What follows belongs to an exercise in optimizing a design on an open flow for small area, a short achievable clock period and few clock cycles; a production flow would make more cautious choices.
Only simulation tests tie the RTL to the original design; equivalence was not proved.
No activity file was given, so power comes from the tool's default toggle rates.

### design/flow/config.mk
export PLATFORM = sky130hd
export DESIGN_NAME = sha1_hash_engine
export DESIGN_NICKNAME = sha1_hash_engine
export VERILOG_FILES = /design/flow/design.v
export SDC_FILE = /design/flow/constraint.sdc
export NUM_CORES = 4
export LEC_CHECK = 0
export CAP_MARGIN = 20
export CORE_MARGIN = 2
export CORE_UTILIZATION = 40
export SLEW_MARGIN = 20
### design/flow/run.sh
#!/bin/bash
# synth_recipe.tcl (not shown) runs the flow's synth.tcl, then flattens the netlist and writes it again
# the make line also repeats each setting of config.mk as NAME=value (left out here)
make -C /OpenROAD-flow-scripts/flow DESIGN_CONFIG=/design/flow/config.mk WORK_HOME=/design/flow/orfs CLKGATE_MAP_FILE= SYNTH_SCRIPT=/design/flow/synth_recipe.tcl finish
### design/flow/constraint.sdc
create_clock -name core_clock -period 7.5 [get_ports {i_clk}]
set_input_delay 1.5000 -clock core_clock [delete_from_list [all_inputs] [get_ports {i_clk}]]
set_output_delay 1.5000 -clock core_clock [all_outputs]
set_load 0.01 [all_outputs]
### design/flow/design.v
`default_nettype none
package sha1_pkg;
    localparam int DIGEST_WORDS = 5;
    localparam int ROUNDS       = 80;
    localparam int ROUND_BITS   = 7;
    localparam int BLOCK_BITS   = 512;
    localparam logic [159:0] H_INIT = {
        32'hC3D2E1F0, 32'h10325476, 32'h98BADCFE, 32'hEFCDAB89, 32'h67452301
    };
    localparam logic [127:0] K_ROUND = {
        32'hCA62C1D6, 32'h8F1BBCDC, 32'h6ED9EBA1, 32'h5A827999
    };
    localparam logic [7:0] PAD_BYTE    = 8'h80;
    localparam logic [5:0] FILL_LAST   = 6'd63;
    localparam logic [5:0] FILL_PRELEN = 6'd55;
    localparam logic [6:0] ROUND_LAST  = 7'd79;
    localparam logic [2:0] WIDX_LAST   = 3'd4;
    localparam logic [1:0] SEL_DATA = 2'd0;
    localparam logic [1:0] SEL_PAD  = 2'd1;
    localparam logic [1:0] SEL_ZERO = 2'd2;
    localparam logic [1:0] SEL_LEN  = 2'd3;
endpackage
`default_nettype wire
`default_nettype none
module sha1_ctrl (
    input  wire logic       i_clk,
    input  wire logic       i_rst_n,
    input  wire logic       i_start,
    input  wire logic       i_byte_present,
    input  wire logic       i_finish,
    input  wire logic [5:0] i_fill,
    input  wire logic       i_round_last,
    input  wire logic       i_emit_last,
    output logic            o_push,
    output logic            o_count_len,
    output logic [1:0]      o_sel,
    output logic            o_round_init,
    output logic            o_round_step,
    output logic            o_add_chain,
    output logic            o_emit_step,
    output logic            o_busy,
    output logic            o_valid
);
    localparam logic [2:0] S_IDLE   = 3'd0;
    localparam logic [2:0] S_PAD80  = 3'd1;
    localparam logic [2:0] S_PADZ   = 3'd2;
    localparam logic [2:0] S_PADLEN = 3'd3;
    localparam logic [2:0] S_ROUND  = 3'd4;
    localparam logic [2:0] S_ADD    = 3'd5;
    localparam logic [2:0] S_EMIT   = 3'd6;
    logic [2:0] r_state;
    logic [2:0] r_ret;
    logic       accept;
    logic       full;
    assign accept = i_start && (r_state == S_IDLE);
    assign full   = (i_fill == sha1_pkg::FILL_LAST);
    always_comb begin
        o_push       = 1'b0;
        o_count_len  = 1'b0;
        o_sel        = sha1_pkg::SEL_DATA;
        o_round_init = 1'b0;
        o_round_step = 1'b0;
        o_add_chain  = 1'b0;
        o_emit_step  = 1'b0;
        case (r_state)
            S_IDLE: begin
                o_push       = accept && i_byte_present;
                o_count_len  = accept && i_byte_present;
                o_round_init = accept && i_byte_present && full;
            end
            S_PAD80: begin
                o_push       = 1'b1;
                o_sel        = sha1_pkg::SEL_PAD;
                o_round_init = full;
            end
            S_PADZ: begin
                o_push       = 1'b1;
                o_sel        = sha1_pkg::SEL_ZERO;
                o_round_init = full;
            end
            S_PADLEN: begin
                o_push       = 1'b1;
                o_sel        = sha1_pkg::SEL_LEN;
                o_round_init = full;
            end
            S_ROUND: o_round_step = 1'b1;
            S_ADD:   o_add_chain  = 1'b1;
            S_EMIT:  o_emit_step  = 1'b1;
            default: ;
        endcase
    end
    assign o_busy  = (r_state != S_IDLE);
    assign o_valid = (r_state == S_EMIT);
    always_ff @(posedge i_clk) begin
        if (!i_rst_n) begin
            r_state <= S_IDLE;
            r_ret   <= S_IDLE;
        end else begin
            case (r_state)
                S_IDLE: begin
                    if (accept) begin
                        if (i_byte_present && full) begin
                            r_state <= S_ROUND;
                            r_ret   <= i_finish ? S_PAD80 : S_IDLE;
                        end else if (i_finish) begin
                            r_state <= S_PAD80;
                        end
                    end
                end
                S_PAD80, S_PADZ: begin
                    if (full) begin
                        r_state <= S_ROUND;
                        r_ret   <= S_PADZ;
                    end else if (i_fill == sha1_pkg::FILL_PRELEN) begin
                        r_state <= S_PADLEN;
                    end else begin
                        r_state <= S_PADZ;
                    end
                end
                S_PADLEN: begin
                    if (full) begin
                        r_state <= S_ROUND;
                        r_ret   <= S_EMIT;
                    end
                end
                S_ROUND: begin
                    if (i_round_last) begin
                        r_state <= S_ADD;
                    end
                end
                S_ADD:  r_state <= r_ret;
                S_EMIT: begin
                    if (i_emit_last) begin
                        r_state <= S_IDLE;
                    end
                end
                default: r_state <= S_IDLE;
            endcase
        end
    end
endmodule
`default_nettype wire
`default_nettype none
module sha1_dp #(
    parameter int LEN_BITS = 16
) (
    input  wire logic       i_clk,
    input  wire logic       i_rst_n,
    input  wire logic       i_push,
    input  wire logic       i_count_len,
    input  wire logic [1:0] i_sel,
    input  wire logic       i_round_init,
    input  wire logic       i_round_step,
    input  wire logic       i_add_chain,
    input  wire logic       i_emit_step,
    input  wire logic [7:0] i_data_byte,
    output logic [5:0]      o_fill,
    output logic            o_round_last,
    output logic            o_emit_last,
    output logic [31:0]     o_digest_word,
    output logic [2:0]      o_word_index,
    output logic            o_last_word
);
    localparam int BB = sha1_pkg::BLOCK_BITS;
    logic [BB-1:0]         r_win;
    logic [31:0]           r_a, r_b, r_c, r_d, r_e;
    logic [31:0]           r_h0, r_h1, r_h2, r_h3, r_h4;
    logic [5:0]            r_fill;
    logic [LEN_BITS-1:0]   r_len;
    logic [6:0]            r_round;
    logic [2:0]            r_widx;
    logic [63:0] len_bits;
    logic [2:0]  len_pos;
    logic [7:0]  push_byte;
    logic [31:0] w0, w2, w8, w13, w_mix, w_new;
    logic [31:0] f_val, k_val;
    logic [31:0] n_a;
    logic [1:0]  stage;
    assign len_bits = {{(64-LEN_BITS){1'b0}}, r_len} << 3;
    assign len_pos  = 3'd7 - r_fill[2:0];
    always_comb begin
        case (i_sel)
            sha1_pkg::SEL_DATA: push_byte = i_data_byte;
            sha1_pkg::SEL_PAD:  push_byte = sha1_pkg::PAD_BYTE;
            sha1_pkg::SEL_ZERO: push_byte = 8'h00;
            default:            push_byte = len_bits[{len_pos, 3'b000} +: 8];
        endcase
    end
    assign w0    = r_win[BB-1 -: 32];
    assign w2    = r_win[BB-1-32*2 -: 32];
    assign w8    = r_win[BB-1-32*8 -: 32];
    assign w13   = r_win[BB-1-32*13 -: 32];
    assign w_mix = w13 ^ w8 ^ w2 ^ w0;
    assign w_new = {w_mix[30:0], w_mix[31]};
    always_comb begin
        if (r_round < 7'd20) begin
            stage = 2'd0;
        end else if (r_round < 7'd40) begin
            stage = 2'd1;
        end else if (r_round < 7'd60) begin
            stage = 2'd2;
        end else begin
            stage = 2'd3;
        end
    end
    always_comb begin
        case (stage)
            2'd0:    f_val = (r_b & r_c) | (~r_b & r_d);
            2'd2:    f_val = (r_b & r_c) | (r_b & r_d) | (r_c & r_d);
            default: f_val = r_b ^ r_c ^ r_d;
        endcase
        k_val = sha1_pkg::K_ROUND[{stage, 5'b00000} +: 32];
    end
    assign n_a = {r_a[26:0], r_a[31:27]} + f_val + r_e + k_val + w0;
    always_ff @(posedge i_clk) begin
        if (i_push) begin
            r_win <= {r_win[BB-9:0], push_byte};
        end else if (i_round_step) begin
            r_win <= {r_win[BB-33:0], w_new};
        end
        if (i_round_init) begin
            r_a <= r_h0;
            r_b <= r_h1;
            r_c <= r_h2;
            r_d <= r_h3;
            r_e <= r_h4;
        end else if (i_round_step) begin
            r_a <= n_a;
            r_b <= r_a;
            r_c <= {r_b[1:0], r_b[31:2]};
            r_d <= r_c;
            r_e <= r_d;
        end
    end
    always_ff @(posedge i_clk) begin
        if (!i_rst_n) begin
            r_h0    <= sha1_pkg::H_INIT[31:0];
            r_h1    <= sha1_pkg::H_INIT[63:32];
            r_h2    <= sha1_pkg::H_INIT[95:64];
            r_h3    <= sha1_pkg::H_INIT[127:96];
            r_h4    <= sha1_pkg::H_INIT[159:128];
            r_fill  <= '0;
            r_len   <= '0;
            r_round <= '0;
            r_widx  <= '0;
        end else begin
            if (i_push) begin
                r_fill <= r_fill + 6'd1;
            end
            if (i_count_len) begin
                r_len <= r_len + 1'b1;
            end
            if (i_round_init) begin
                r_round <= '0;
            end else if (i_round_step) begin
                r_round <= r_round + 7'd1;
            end
            if (i_add_chain) begin
                r_h0 <= r_h0 + r_a;
                r_h1 <= r_h1 + r_b;
                r_h2 <= r_h2 + r_c;
                r_h3 <= r_h3 + r_d;
                r_h4 <= r_h4 + r_e;
            end
            if (i_emit_step) begin
                if (r_widx == sha1_pkg::WIDX_LAST) begin
                    r_widx <= '0;
                    r_h0   <= sha1_pkg::H_INIT[31:0];
                    r_h1   <= sha1_pkg::H_INIT[63:32];
                    r_h2   <= sha1_pkg::H_INIT[95:64];
                    r_h3   <= sha1_pkg::H_INIT[127:96];
                    r_h4   <= sha1_pkg::H_INIT[159:128];
                    r_len  <= '0;
                end else begin
                    r_widx <= r_widx + 3'd1;
                end
            end
        end
    end
    always_comb begin
        case (r_widx)
            3'd0:    o_digest_word = r_h0;
            3'd1:    o_digest_word = r_h1;
            3'd2:    o_digest_word = r_h2;
            3'd3:    o_digest_word = r_h3;
            default: o_digest_word = r_h4;
        endcase
    end
    assign o_fill       = r_fill;
    assign o_round_last = (r_round == sha1_pkg::ROUND_LAST);
    assign o_emit_last  = (r_widx == sha1_pkg::WIDX_LAST);
    assign o_word_index = r_widx;
    assign o_last_word  = (r_widx == sha1_pkg::WIDX_LAST);
endmodule
`default_nettype wire
`default_nettype none
module sha1_hash_engine #(
    parameter int LENGTH_COUNT_BITS = 16
) (
    input  wire logic        i_clk,
    input  wire logic        i_rst_n,
    input  wire logic        start,
    output logic             busy,
    input  wire logic [7:0]  i_data_byte,
    input  wire logic        i_byte_present,
    input  wire logic        i_finish,
    output logic             o_valid,
    output logic [31:0]      o_digest_word,
    output logic [2:0]       o_word_index,
    output logic             o_last_word
);
    logic       push, count_len, round_init, round_step, add_chain, emit_step;
    logic [1:0] sel;
    logic [5:0] fill;
    logic       round_last, emit_last;
    sha1_ctrl u_ctrl (
        .i_clk          (i_clk),
        .i_rst_n        (i_rst_n),
        .i_start        (start),
        .i_byte_present (i_byte_present),
        .i_finish       (i_finish),
        .i_fill         (fill),
        .i_round_last   (round_last),
        .i_emit_last    (emit_last),
        .o_push         (push),
        .o_count_len    (count_len),
        .o_sel          (sel),
        .o_round_init   (round_init),
        .o_round_step   (round_step),
        .o_add_chain    (add_chain),
        .o_emit_step    (emit_step),
        .o_busy         (busy),
        .o_valid        (o_valid)
    );
    sha1_dp #(
        .LEN_BITS (LENGTH_COUNT_BITS)
    ) u_dp (
        .i_clk         (i_clk),
        .i_rst_n       (i_rst_n),
        .i_push        (push),
        .i_count_len   (count_len),
        .i_sel         (sel),
        .i_round_init  (round_init),
        .i_round_step  (round_step),
        .i_add_chain   (add_chain),
        .i_emit_step   (emit_step),
        .i_data_byte   (i_data_byte),
        .o_fill        (fill),
        .o_round_last  (round_last),
        .o_emit_last   (emit_last),
        .o_digest_word (o_digest_word),
        .o_word_index  (o_word_index),
        .o_last_word   (o_last_word)
    );
endmodule
`default_nettype wire
==> metrics.md <==
| Metric | Value |
|---|---|
| Status | finished clean |
| Final Max Slew Viols | 0 |
| Layout cells sized above 1 | 4.085% |
| Hold_buf cts | 0 |
| Die area | around 130000 um2 |
| Crit path DAT | just over 7 ns |
| CTS max path bufs | 3 |
| Crit Path Category | reg2reg |
| FF-to-FF setup slack | 0.77 ns |
| Switch Pwr | ~4.8 mW |
| Final Cycle Share | around 90% |
| Die Wd | between 300 and 400 um |
| Leading area contributor after synthesis | edfxtp_1 |
| Fmax | 148.7 MHz |
| # IOs | between 50 and 60 |
| RD Place Congestion | 0.9222 |
| Hold Startpoint | u_ctrl.r_ret[2]$_SDFFE_PN0P_ |
| Synth Instances | ~5500 |
| Clock root buffer master | clkbuf_16 |
| Yosys warns | 2 |
| Buffers on Ports | 50 |
| Worst VDD drop | a little under 0.2 mV |
| GR Overflow Total | 0 |
| CTS tree | built |
| DRC violations left | 0 |
| First-pass GRT wire length | ~210000 um |
| Power share of the sequential group | between 40% and 50% |
| Final setup vio count | 0 |
| Capture point of the worst reg-to-reg path | u_dp.r_a[31]$_DFFE_PP_ |
| Final hold violations | 0 |
| CP Capture Type | flip-flop |
| Footprint of the multi-input gates | 24050 um2 |
| Share of the synthesized area in the top cell type | between 40% and 50% |
| Post-CTS setup buffer count | 0 |
| Required time worst endpoint | around 7.9 ns |
| Initial Utilization | 40.37% |
| Area growth syn-to-layout | 10.66% |
| Starting DRT DRC Count | around 3900 |
| Drt total wl | around 140000 um |
| Post-synth EDFFs | around 670 |
| Largest net degree at the start of global routing | between 200 and 250 |
| Tmin final | a little under 7 ns |
| Reg2reg start | u_dp.r_round[3]$_SDFFE_PP0P_ |
| Yosys reg bits | a little under 900 |
| Post-DP HPWL | about 95000 um |
| CORE AREA | 123800 um2 |
| Gr usage total | between 20% and 30% |
| Vias in the first global route | between 30000 and 40000 |
| Worst Skew | between 0.05 and 0.06 ns |
| Sequential area share after synthesis | approximately half |
| Pleak | 23.57 nW |
| CP max FO | 26 |
| Reg area | between 20000 and 25000 um2 |
| Switching share of power | 30.74% |
| Startpoint Class | flip-flop |
| Cells on worst reg2reg path | 25 |
| Post-Syn Nets | around 5800 |
| Filler cell count | ~12000 |
| Worst Hold Path EP | u_ctrl.r_ret[2]$_SDFFE_PN0P_ |
| Post-route cell area | between 50000 and 60000 um2 |
| Wire length per cell | about 19 um |
| Comb pwr share | roughly a fifth |
| Antenna Cells | 0 |
| Final #Nets | approximately 5700 |
| Resized Gates After CTS | 0 |
| CTS clk-pin slew, worst paths | about 0.060 ns |
| P_int | approximately 11 mW |
| Vias | around 38000 |
| Max-slew headroom | 26.01% |
| Share of total power in the clock network | about a third |
| Slew @ Worst Pin | around 1.1 ns |
| Mapped Avg Cell Area | about 9 um2 |
| Antenna violations before repair | 4 |
| Setup tns final | 0 ns |
| Asr flop ratio synth | 0% |
| # rows | between 100 and 150 |
| PwrDens | 279.4 nW/um2 |
| Worst Hold Depth | 2 |
| Clk latency of the worst-skew pair | 0.71 ns |
| Antenna-violating nets left | 0 |
| First-pass detailed-route iteration total | 5 |
| Largest cells by area after synthesis | edfxtp_1, nand2_1, dfxtp_1 |
| Die Y | approximately 360 um |
| DP Area | about 52000 um2 |
| Cell Count, Final, Fillers Out | between 7000 and 8000 |
| Count of cell types in the netlist | between 80 and 90 |
| Top_reg_cell synth | edfxtp_1 |
| Maximum capacitance violations | 0 |
| TritonCTS buffer count | a little under 100 |
| Placed cell count | ~7000 |
| Clock sinks | between 800 and 900 |
| RSZ-0062 raised after global routing | no |
| Mapped Area | approximately 50000 um2 |
| Via density | between 5 and 6 |
| H-tree levels | 3 |
| Hold Path Class | reg2reg |
[worst max-delay path: stages (launching register included)]
cell and delay (ns):
dfxtp_1 0.38, or2_0 0.25, a211o_1 0.29, buf_4 0.19, inv_2 0.42, o211ai_1 0.20, nand3_1 0.11, o21ai_0 0.13
fa_1 0.55, inv_1 0.05, fa_1 0.50, fa_1 0.41, inv_1 0.07, ha_1 0.17, inv_1 0.07, fa_1 0.45
nor2b_1 0.17, o21bai_1 0.11, a21oi_1 0.28, o21ai_1 0.13, o21ai_1 0.36, a22oi_1 0.18, a31o_1 0.28, or3b_1 0.40
a31oi_1 0.19, nor3_1 0.07
[worst max-delay path by stage]
stage | start | endpoint | slack [ns] | cells past startpoint
2_1_floorplan | start | u_dp.r_a[0]$_DFFE_PP_ | 1.01 | 6
3_3_place_gp | u_dp.r_round[2]$_SDFFE_PP0P_ | u_dp.r_a[31]$_DFFE_PP_ | 1.01 | 25
3_5_place_dp | u_dp.r_round[3]$_SDFFE_PP0P_ | u_dp.r_a[31]$_DFFE_PP_ | 0.90 | 25
4_1_cts | u_dp.r_round[3]$_SDFFE_PP0P_ | u_dp.r_a[31]$_DFFE_PP_ | 0.83 | 25
5_1_grt | u_dp.r_round[3]$_SDFFE_PP0P_ | u_dp.r_a[31]$_DFFE_PP_ | 0.32 | 24
6_report | u_dp.r_round[3]$_SDFFE_PP0P_ | u_dp.r_a[31]$_DFFE_PP_ | 0.77 | 25
[power groups by stage]
stage / logic (mW) / registers (mW) / clock network [mW]
CTS: 3.26 / 7.38 / 4.97
detailed placement: 3.23 / 7.46 / 0
global route: 3.69 / 7.51 / 5.14
floorplan: 2.47 / 7.32 / 0
global placement: 3.17 / 7.45 / 0
finish: 3.21 / 7.37 / 4.87
[flip-flops by register name (all words and copies together), names as in the netlist]
signal	flops
u_dp.r_h3	32
u_dp.r_h0	32
u_ctrl.r_ret	3
u_dp.r_widx	3
u_dp.r_h4	32
u_ctrl.r_state	3
u_dp.r_h2	32
u_dp.r_c	32
u_dp.r_d	32
u_dp.r_win	512
u_dp.r_a	32
u_dp.r_round	7
u_dp.r_e	32
u_dp.r_fill	6
u_dp.r_len	16
u_dp.r_h1	32
u_dp.r_b	32
[metrics by stage]
stage | power (mW) | worst slack, ns | util, % | hold slack, ns
floorplan | 9.785 | 1.014 | - | 0.4272
global placement | 10.62 | 1.012 | 42.08 | 0.4384
detailed placement | 10.70 | 0.9041 | 42.08 | 0.4434
CTS | 15.60 | 0.8257 | 44.68 | 0.4521
global route | 16.35 | 0.3162 | 44.68 | 0.4768
finish | 15.45 | 0.7733 | 44.68 | 0.4484
[cell type report]
class | count | area share, %
sequential | 870 | 43.65
multi-input combinational | 4089 | 43.48
clock buffer | 127 | 4.755
tap | 1637 | 3.703
inverter | 257 | 1.744
clock inverter | 54 | 1.047
timing repair buffer | 86 | 1.620
[cell usage in the layout, fill, tap and decap left out, types with 22 or more instances in the layout]
master / netlist / final
buf_4: 0 / 26
and3_1: 36 / 35
o21ai_0: 141 / 141
o211ai_1: 61 / 61
dfxtp_1: 198 / 198
inv_1: 254 / 253
a21o_1: 101 / 100
o21a_1: 57 / 57
a21oi_1: 238 / 237
nand2b_1: 28 / 28
or3_1: 22 / 22
a22oi_1: 70 / 70
nor2_1: 151 / 149
nor3_1: 33 / 33
clkbuf_16: 0 / 97
nand2_1: 2085 / 2082
nand3_1: 97 / 96
mux2i_1: 30 / 30
nand4_1: 25 / 25
xnor2_1: 198 / 198
a211oi_1: 26 / 26
o21ai_1: 46 / 45
a31oi_1: 28 / 28
edfxtp_1: 672 / 672
ha_1: 199 / 198
fa_1: 125 / 125
xor2_1: 70 / 70
clkdlybuf4s50_1: 0 / 50
[cells by family (layout without fill, tap and decap cells)]
| kind of cell | count (synthesis) | in the layout | synth area share [%] |
|---|---|---|---|
| AND/OR/NAND/NOR | 2542 | 2542 | 20.37 |
| adder cells (fa/ha/maj) | 324 | 324 | 9.988 |
| XOR/XNOR | 268 | 268 | 4.696 |
| AO/OA/AOI/OAI | 913 | 913 | 11.98 |
| multiplexers | 42 | 42 | 0.8712 |
| buffers and inverters | 505 | 524 | 3.793 |
| flip-flops | 870 | 870 | 48.31 |
[layer usage]
metal	up-vias	track usage, %	share of wire, %
li1	18450	-	-
met1	18552	31.61	47
met2	1040	32.75	44
met3	154	2.765	6.0
met4	0	6.000	2.4
met5	-	0	0
[cells in the mapped netlist, types with 61 or more instances]
master / count
nand2_1: 2085
edfxtp_1: 672
inv_1: 254
a21oi_1: 238
clkbuf_1: 238
ha_1: 199
dfxtp_1: 198
xnor2_1: 198
nor2_1: 151
o21ai_0: 141
fa_1: 125
a21o_1: 101
nand3_1: 97
a22oi_1: 70
xor2_1: 70
o211ai_1: 61
Testbench counts, summed over its fixed seeds: cycles 101,952.

what the ideal ports hide:
The flow's constraints put no driver on any port. The routed layout listed below was extracted and timed again, unchanged, in two steps.
Step 1: set_driving_cell puts a clkbuf_16 on i_clk and a buf_2 on each other input, an assumption about the parent block.
Step 2 also shifts input and output timing later by t, the mid clock arrival at the registers, as if the neighbouring blocks saw the same clock.
Slacks: ideal ports / drivers / drivers and shift; pairs: ideal ports / drivers.
t, ns: 0.760
slack for setup (ns): 0.773 / 0.773 / 0.773
clock arrival spread, ns: 0.057 / 0.057
After both steps setup and hold are still met in this run. The setup slack of this run moves by 0.000 ns with the drivers and by 0.000 ns with both steps.
